This design comes from an exercise in tuning for small area and a short achievable clock period on the open sky130 flow, not from production work.
Only simulation tests tie the RTL to the original design; equivalence was not proved.
Power is estimated from default activity; no workload was simulated.

nickel:
==> flow/design.v <==
package udp_pkg;
  typedef struct packed {
    logic [15:0] src_port;
    logic [15:0] dst_port;
    logic [15:0] length;
  } udp_hdr_t;
  typedef struct packed {
    logic [8-1:0] data;
    logic                   last;
  } rx_beat_t;
  typedef enum logic [3-1:0] {
    CTRL       = 3'd0,
    SEND_PORTS = 3'd1,
    SEND_LEN   = 3'd2,
    RECV_PORTS = 3'd3,
    RECV_LEN   = 3'd4,
    STATUS     = 3'd5
  } csr_addr_e;
endpackage
`timescale 1ns/1ns
module udp_bridge_top
(
  input  logic                   i_clk_axi,
  input  logic                   i_rst_axi,
  input  logic                   i_csr_wr,
  input  logic                   i_csr_rd,
  input  logic [3-1:0] i_csr_addr,
  input  logic [32-1:0] i_csr_wdata,
  output logic [32-1:0] o_csr_rdata,
  input  logic                   i_out_wr,
  input  logic [8-1:0] i_out_data,
  output logic                   o_out_full,
  input  logic                   i_in_rd,
  output logic [8-1:0] o_in_data,
  output logic                   o_in_last,
  output logic                   o_in_empty,
  output logic                   o_tx_valid,
  output logic [8-1:0] o_tx_data,
  output logic                   o_tx_last,
  input  logic                   i_tx_credit,
  input  logic                   i_rx_valid,
  input  logic [8-1:0] i_rx_data,
  input  logic                   i_rx_last,
  output logic                   o_rx_credit,
  output logic                   o_pkt_sent,
  output logic                   o_pkt_recv
);
  logic [15:0] send_src, send_dst, send_len;
  logic [47:0] recv_q;
  logic        irq_sent, irq_recv;
  logic        recv_seen;
  logic [31:0] rdata_q;
  logic        wr_ctrl, send_req, clear_irq, tx_done, recv_valid;
  logic [31:0] rd_mux;
  logic [4:0]  ocnt, icnt;
  assign wr_ctrl   = i_csr_wr && (i_csr_addr == 3'd0);
  assign send_req  = wr_ctrl && i_csr_wdata[0];
  assign clear_irq = wr_ctrl && i_csr_wdata[1];
  always_ff @(posedge i_clk_axi) begin
    if (i_rst_axi) begin
      send_src <= '0;
      send_dst <= '0;
      send_len <= '0;
    end else if (i_csr_wr) begin
      if (i_csr_addr == 3'd1) begin
        send_src <= i_csr_wdata[15:0];
        send_dst <= i_csr_wdata[31:16];
      end
      if (i_csr_addr == 3'd2) send_len <= i_csr_wdata[15:0];
    end
  end
  always_ff @(posedge i_clk_axi) begin
    if (i_rst_axi) begin
      irq_sent <= 1'b0;
      irq_recv <= 1'b0;
    end else begin
      if (clear_irq) begin
        irq_sent <= 1'b0;
        irq_recv <= 1'b0;
      end
      if (tx_done) irq_sent <= 1'b1;
      if (recv_valid) irq_recv <= 1'b1;
    end
  end
  logic sel1, sel2, sel3, sel4, sel5;
  assign sel1 = (i_csr_addr == 3'd1);
  assign sel2 = (i_csr_addr == 3'd2);
  assign sel3 = (i_csr_addr == 3'd3) && recv_seen;
  assign sel4 = (i_csr_addr == 3'd4) && recv_seen;
  assign sel5 = (i_csr_addr == 3'd5);
  assign rd_mux = ({32{sel1}} & {send_dst, send_src})
                | ({32{sel2}} & {16'h0000, send_len})
                | ({32{sel3}} & {recv_q[31:16], recv_q[47:32]})
                | ({32{sel4}} & {16'h0000, recv_q[15:0]})
                | ({32{sel5}} & {11'h000, ocnt, 3'b000, icnt, 6'b0, irq_sent, irq_recv});
  always_ff @(posedge i_clk_axi) begin
    if (i_rst_axi) rdata_q <= '0;
    else if (i_csr_rd) rdata_q <= rd_mux;
  end
  localparam logic [1:0] S_IDLE = 2'd0, S_PEND = 2'd1, S_HDR = 2'd2, S_PAY = 2'd3;
  logic [1:0]  st;
  logic [2:0]  idx;
  logic [7:0]  h_srclo;
  logic [15:0] h_dst, h_len;
  logic [2:0]  cred;
  logic        tx_valid_q, tx_last_q, hd_valid;
  logic [7:0]  tx_data_q;
  logic [7:0]  omem [16];
  logic [3:0]  owr, ord;
  logic        beat, in_hdr, in_pay, pay_pop, ring_ne, need_head;
  logic        hd_valid_n, cred_nz_n;
  logic [1:0]  st_n;
  logic [15:0] len8;
  logic [7:0]  hbyte;
  assign beat    = tx_valid_q;
  assign in_hdr  = (st == S_HDR);
  assign in_pay  = (st == S_PAY);
  assign pay_pop = beat && in_pay;
  assign tx_done = beat && tx_last_q;
  assign ring_ne = (ocnt != {4'b0, hd_valid});
  assign need_head = (in_pay && (!hd_valid || beat)) || (in_hdr && beat && (idx == 3'd7));
  assign hd_valid_n = need_head ? (ring_ne || i_out_wr) : hd_valid;
  assign cred_nz_n = i_tx_credit || (cred > 3'd1) || ((cred == 3'd1) && !beat);
  assign len8    = h_len + 16'd8;
  logic [4:0]  ocnt_wr, ocnt_nowr;
  logic        oring_wsel;
  assign ocnt_nowr  = pay_pop ? ocnt - 5'd1 : ocnt;
  assign ocnt_wr    = pay_pop ? ocnt : ocnt + 5'd1;
  assign oring_wsel = !(need_head && !ring_ne);
  always_comb begin
    case (idx)
      3'd0:    hbyte = h_srclo;
      3'd1:    hbyte = h_dst[15:8];
      3'd2:    hbyte = h_dst[7:0];
      3'd3:    hbyte = len8[15:8];
      3'd4:    hbyte = len8[7:0];
      default: hbyte = 8'h00;
    endcase
  end
  always_comb begin
    st_n = st;
    case (st)
      S_IDLE: if (send_req) st_n = S_PEND;
      S_PEND: st_n = S_HDR;
      S_HDR:  if (beat && idx == 3'd7) st_n = tx_last_q ? S_IDLE : S_PAY;
      S_PAY:  if (beat && tx_last_q) st_n = S_IDLE;
      default: st_n = S_IDLE;
    endcase
  end
  always_ff @(posedge i_clk_axi) begin
    if (i_rst_axi) begin
      st         <= S_IDLE;
      idx        <= '0;
      cred       <= 3'(4);
      tx_valid_q <= 1'b0;
      hd_valid   <= 1'b0;
      ocnt       <= '0;
      owr        <= '0;
      ord        <= '0;
    end else begin
      st         <= st_n;
      cred       <= cred - 3'(beat) + 3'(i_tx_credit);
      tx_valid_q <= ((st_n == S_HDR) || ((st_n == S_PAY) && hd_valid_n)) && cred_nz_n;
      hd_valid   <= hd_valid_n;
      ocnt       <= i_out_wr ? ocnt_wr : ocnt_nowr;
      if (st == S_PEND) idx <= '0;
      else if (in_hdr && beat) idx <= idx + 3'd1;
      if (i_out_wr && oring_wsel) owr <= owr + 4'd1;
      if (need_head && ring_ne) ord <= ord + 4'd1;
    end
  end
  for (genvar k = 0; k < 16; k++) begin : g_omem
    logic osel;
    assign osel = oring_wsel && (owr == 4'(k));
    always_ff @(posedge i_clk_axi) begin
      if (i_out_wr && osel) omem[k] <= i_out_data;
    end
  end
  always_ff @(posedge i_clk_axi) begin
    if (st == S_PEND) begin
      h_srclo <= send_src[7:0];
      h_dst   <= send_dst;
      h_len   <= send_len;
    end else if (pay_pop) begin
      h_len   <= h_len - 16'd1;
    end
  end
  always_ff @(posedge i_clk_axi) begin
    if (i_rst_axi) begin
      tx_data_q <= '0;
      tx_last_q <= 1'b0;
    end else if (st == S_PEND) begin
      tx_data_q <= send_src[15:8];
      tx_last_q <= 1'b0;
    end else if (in_hdr && beat && idx != 3'd7) begin
      tx_data_q <= hbyte;
      tx_last_q <= (idx == 3'd6) && (h_len == 16'd0);
    end else if (need_head) begin
      tx_data_q <= ring_ne ? omem[ord] : i_out_data;
      tx_last_q <= pay_pop ? (h_len == 16'd2) : (h_len == 16'd1);
    end
  end
  logic [2:0]  hcnt;
  logic        pay_ph;
  logic [47:0] hsh;
  logic [3:0]  owed;
  logic        rxc_q;
  logic [8:0]  imem [15];
  logic [3:0]  iwr, ird;
  logic [8:0]  ihead;
  logic        iempty;
  logic        hdr_take, ipush, ipop, head_w, ring_w, ring_r, icnt1;
  assign hdr_take   = i_rx_valid && !pay_ph;
  assign ipush      = i_rx_valid && pay_ph;
  assign recv_valid = ipush && i_rx_last;
  assign ipop       = i_in_rd;
  assign icnt1      = (icnt == 5'd1);
  assign head_w     = ipush && (iempty || (ipop && icnt1));
  assign ring_w     = i_rx_valid && iring_wsel && !(ipop && icnt1);
  assign ring_r     = ipop && !icnt1;
  logic        iring_wsel;
  logic [4:0]  icnt_inc, icnt_dec;
  logic [3:0]  owed_dec, owed_inc;
  assign iring_wsel = pay_ph && !iempty;
  assign icnt_inc   = icnt + 5'd1;
  assign icnt_dec   = icnt - 5'd1;
  assign owed_dec   = (owed == 4'd0) ? 4'd0 : owed - 4'd1;
  assign owed_inc   = owed + 4'd1;
  always_ff @(posedge i_clk_axi) begin
    if (i_rst_axi) begin
      hcnt      <= '0;
      pay_ph    <= 1'b0;
      recv_seen <= 1'b0;
    end else begin
      if (hdr_take) begin
        hcnt <= hcnt + 3'd1;
        if (hcnt == 3'd7) pay_ph <= 1'b1;
      end else if (recv_valid) begin
        pay_ph <= 1'b0;
      end
      if (recv_valid) recv_seen <= 1'b1;
    end
  end
  always_ff @(posedge i_clk_axi) begin
    if (recv_valid) recv_q <= hsh;
  end
  always_ff @(posedge i_clk_axi) begin
    if (hdr_take && (hcnt < 3'd6)) hsh <= {hsh[39:0], i_rx_data};
  end
  always_ff @(posedge i_clk_axi) begin
    if (i_rst_axi) begin
      icnt   <= '0;
      iempty <= 1'b1;
      iwr    <= '0;
      ird    <= '0;
    end else begin
      icnt   <= (ipush && !ipop) ? icnt_inc : (ipop && !ipush) ? icnt_dec : icnt;
      iempty <= !ipush && (iempty || (icnt1 && ipop));
      if (ring_w) iwr <= (iwr == 4'd14) ? 4'd0 : iwr + 4'd1;
      if (ring_r) ird <= (ird == 4'd14) ? 4'd0 : ird + 4'd1;
    end
  end
  for (genvar k = 0; k < 15; k++) begin : g_imem
    logic isel;
    assign isel = iring_wsel && (iwr == 4'(k));
    always_ff @(posedge i_clk_axi) begin
      if (i_rx_valid && isel && !(ipop && icnt1)) imem[k] <= {i_rx_data, i_rx_last};
    end
  end
  always_ff @(posedge i_clk_axi) begin
    if (i_rst_axi) ihead <= '0;
    else if (ring_r) ihead <= imem[ird];
    else if (head_w) ihead <= {i_rx_data, i_rx_last};
  end
  always_ff @(posedge i_clk_axi) begin
    if (i_rst_axi) begin
      rxc_q <= 1'b0;
      owed  <= '0;
    end else begin
      rxc_q <= (owed != 4'd0) || hdr_take || ipop;
      owed  <= (hdr_take && ipop) ? owed_inc : (hdr_take || ipop) ? owed : owed_dec;
    end
  end
  assign o_csr_rdata = rdata_q;
  assign o_out_full  = ocnt[4];
  assign o_in_data   = ihead[8:1];
  assign o_in_last   = ihead[0];
  assign o_in_empty  = iempty;
  assign o_tx_valid  = tx_valid_q;
  assign o_tx_data   = tx_data_q;
  assign o_tx_last   = tx_last_q;
  assign o_rx_credit = rxc_q;
  assign o_pkt_sent  = irq_sent;
  assign o_pkt_recv  = irq_recv;
endmodule
==> flow/config.mk <==
export PLATFORM = sky130hd
export DESIGN_NAME = udp_bridge_top
export DESIGN_NICKNAME = udp_bridge_top
export VERILOG_FILES = /design/flow/design.v
export SDC_FILE = /design/flow/constraint.sdc
export NUM_CORES = 4
export LEC_CHECK = 0
export CAP_MARGIN = 20
export CORE_MARGIN = 2
export CORE_UTILIZATION = 60
export SETUP_SLACK_MARGIN = 3.6
export SLEW_MARGIN = 20
==> flow/constraint.sdc <==
create_clock -name core_clock -period 6.0 [get_ports {i_clk_axi}]
set_input_delay 1.2000 -clock core_clock [delete_from_list [all_inputs] [get_ports {i_clk_axi}]]
set_output_delay 1.2000 -clock core_clock [all_outputs]
set_load 0.01 [all_outputs]
standard.sh (not shown) runs the stock make flow with config.mk's settings and CLKGATE_MAP_FILE= SYNTH_SCRIPT=/design/flow/synth_recipe.tcl, a recipe that flattens the netlist after the stock synthesis.
==> flow/flow/run.sh <==
#!/bin/bash
# Own flow: the standard layout (standard.sh) with two changes: the port buffers start
# as buf_2 instead of the resizer's default pick, and clock tree synthesis adds no dummy
# loads. The whole make output goes to standard.log; ORFS keeps each step's log under orfs/logs.
set -uo pipefail
bash standard.sh \
  "BUFFER_PORTS_ARGS=-buffer_cell sky130_fd_sc_hd__buf_2" \
  "CTS_ARGS=-sink_clustering_enable -repair_clock_nets -sink_clustering_size 24 -sink_clustering_max_diameter 60 -dont_use_dummy_load" \
  finish > standard.log 2>&1
nickel finished end to end and its layout was clean on timing, DRC and antenna.
## Diff of input files: willow against nickel
diff --git a/flow/design.v b/flow/design.v
--- a/flow/design.v
+++ b/flow/design.v
@@ -84,9 +84,9 @@
   end
   logic sel1, sel2, sel3, sel4, sel5;
-  assign sel1 = (i_csr_addr == 3'd1);
-  assign sel2 = (i_csr_addr == 3'd2);
-  assign sel3 = (i_csr_addr == 3'd3) && recv_seen;
-  assign sel4 = (i_csr_addr == 3'd4) && recv_seen;
-  assign sel5 = (i_csr_addr == 3'd5);
+  assign sel1 = !i_rst_axi && (i_csr_addr == 3'd1);
+  assign sel2 = !i_rst_axi && (i_csr_addr == 3'd2);
+  assign sel3 = !i_rst_axi && (i_csr_addr == 3'd3) && recv_seen;
+  assign sel4 = !i_rst_axi && (i_csr_addr == 3'd4) && recv_seen;
+  assign sel5 = !i_rst_axi && (i_csr_addr == 3'd5);
   assign rd_mux = ({32{sel1}} & {send_dst, send_src})
                 | ({32{sel2}} & {16'h0000, send_len})
--- outcome ---
On number of nets produced by synthesis: between willow and nickel, it ends up lower for willow.
Going from nickel to willow, the count of clock-buffer cells in the layout was found to have gone up by 2.7%.
Compared willow vs nickel, and global-route wire length before repair is down in willow.
Comparing willow with nickel, the relative area of clock buffers and inverters in the final design came out essentially unchanged.
From nickel to willow the numbers moved as follows: post-layout total power has remained practically unchanged; share of total power consumed by net switching now sits lower.

separate check: timing with driven ports:
Ports are ideal in the flow. The routed layouts listed here were re-timed in OpenROAD.
Step 1 assumes that a clkbuf_16 drives the clock port and a buf_2 every other input.
Step 2, shift: input delay + t, output delay - t, t = (earliest + latest rising clock arrival at the registers) / 2. This alone moves slack from input paths to output paths.
a / b / c = ideal / step 1 / step 2; a / b = the first two.
| run | t, ns | slack for setup (ns) | worst setup path after step 2 |
|---|---|---|---|
| nickel | 0.604 | 3.628 / 3.586 / 3.085 | input to register |
| willow | 0.591 | 3.668 / 3.615 / 3.108 | input to register |
After both steps setup and hold are still met in every run listed. For willow, which loses most, drivers alone change the setup slack by -0.053 ns; drivers and shift together by -0.560 ns.
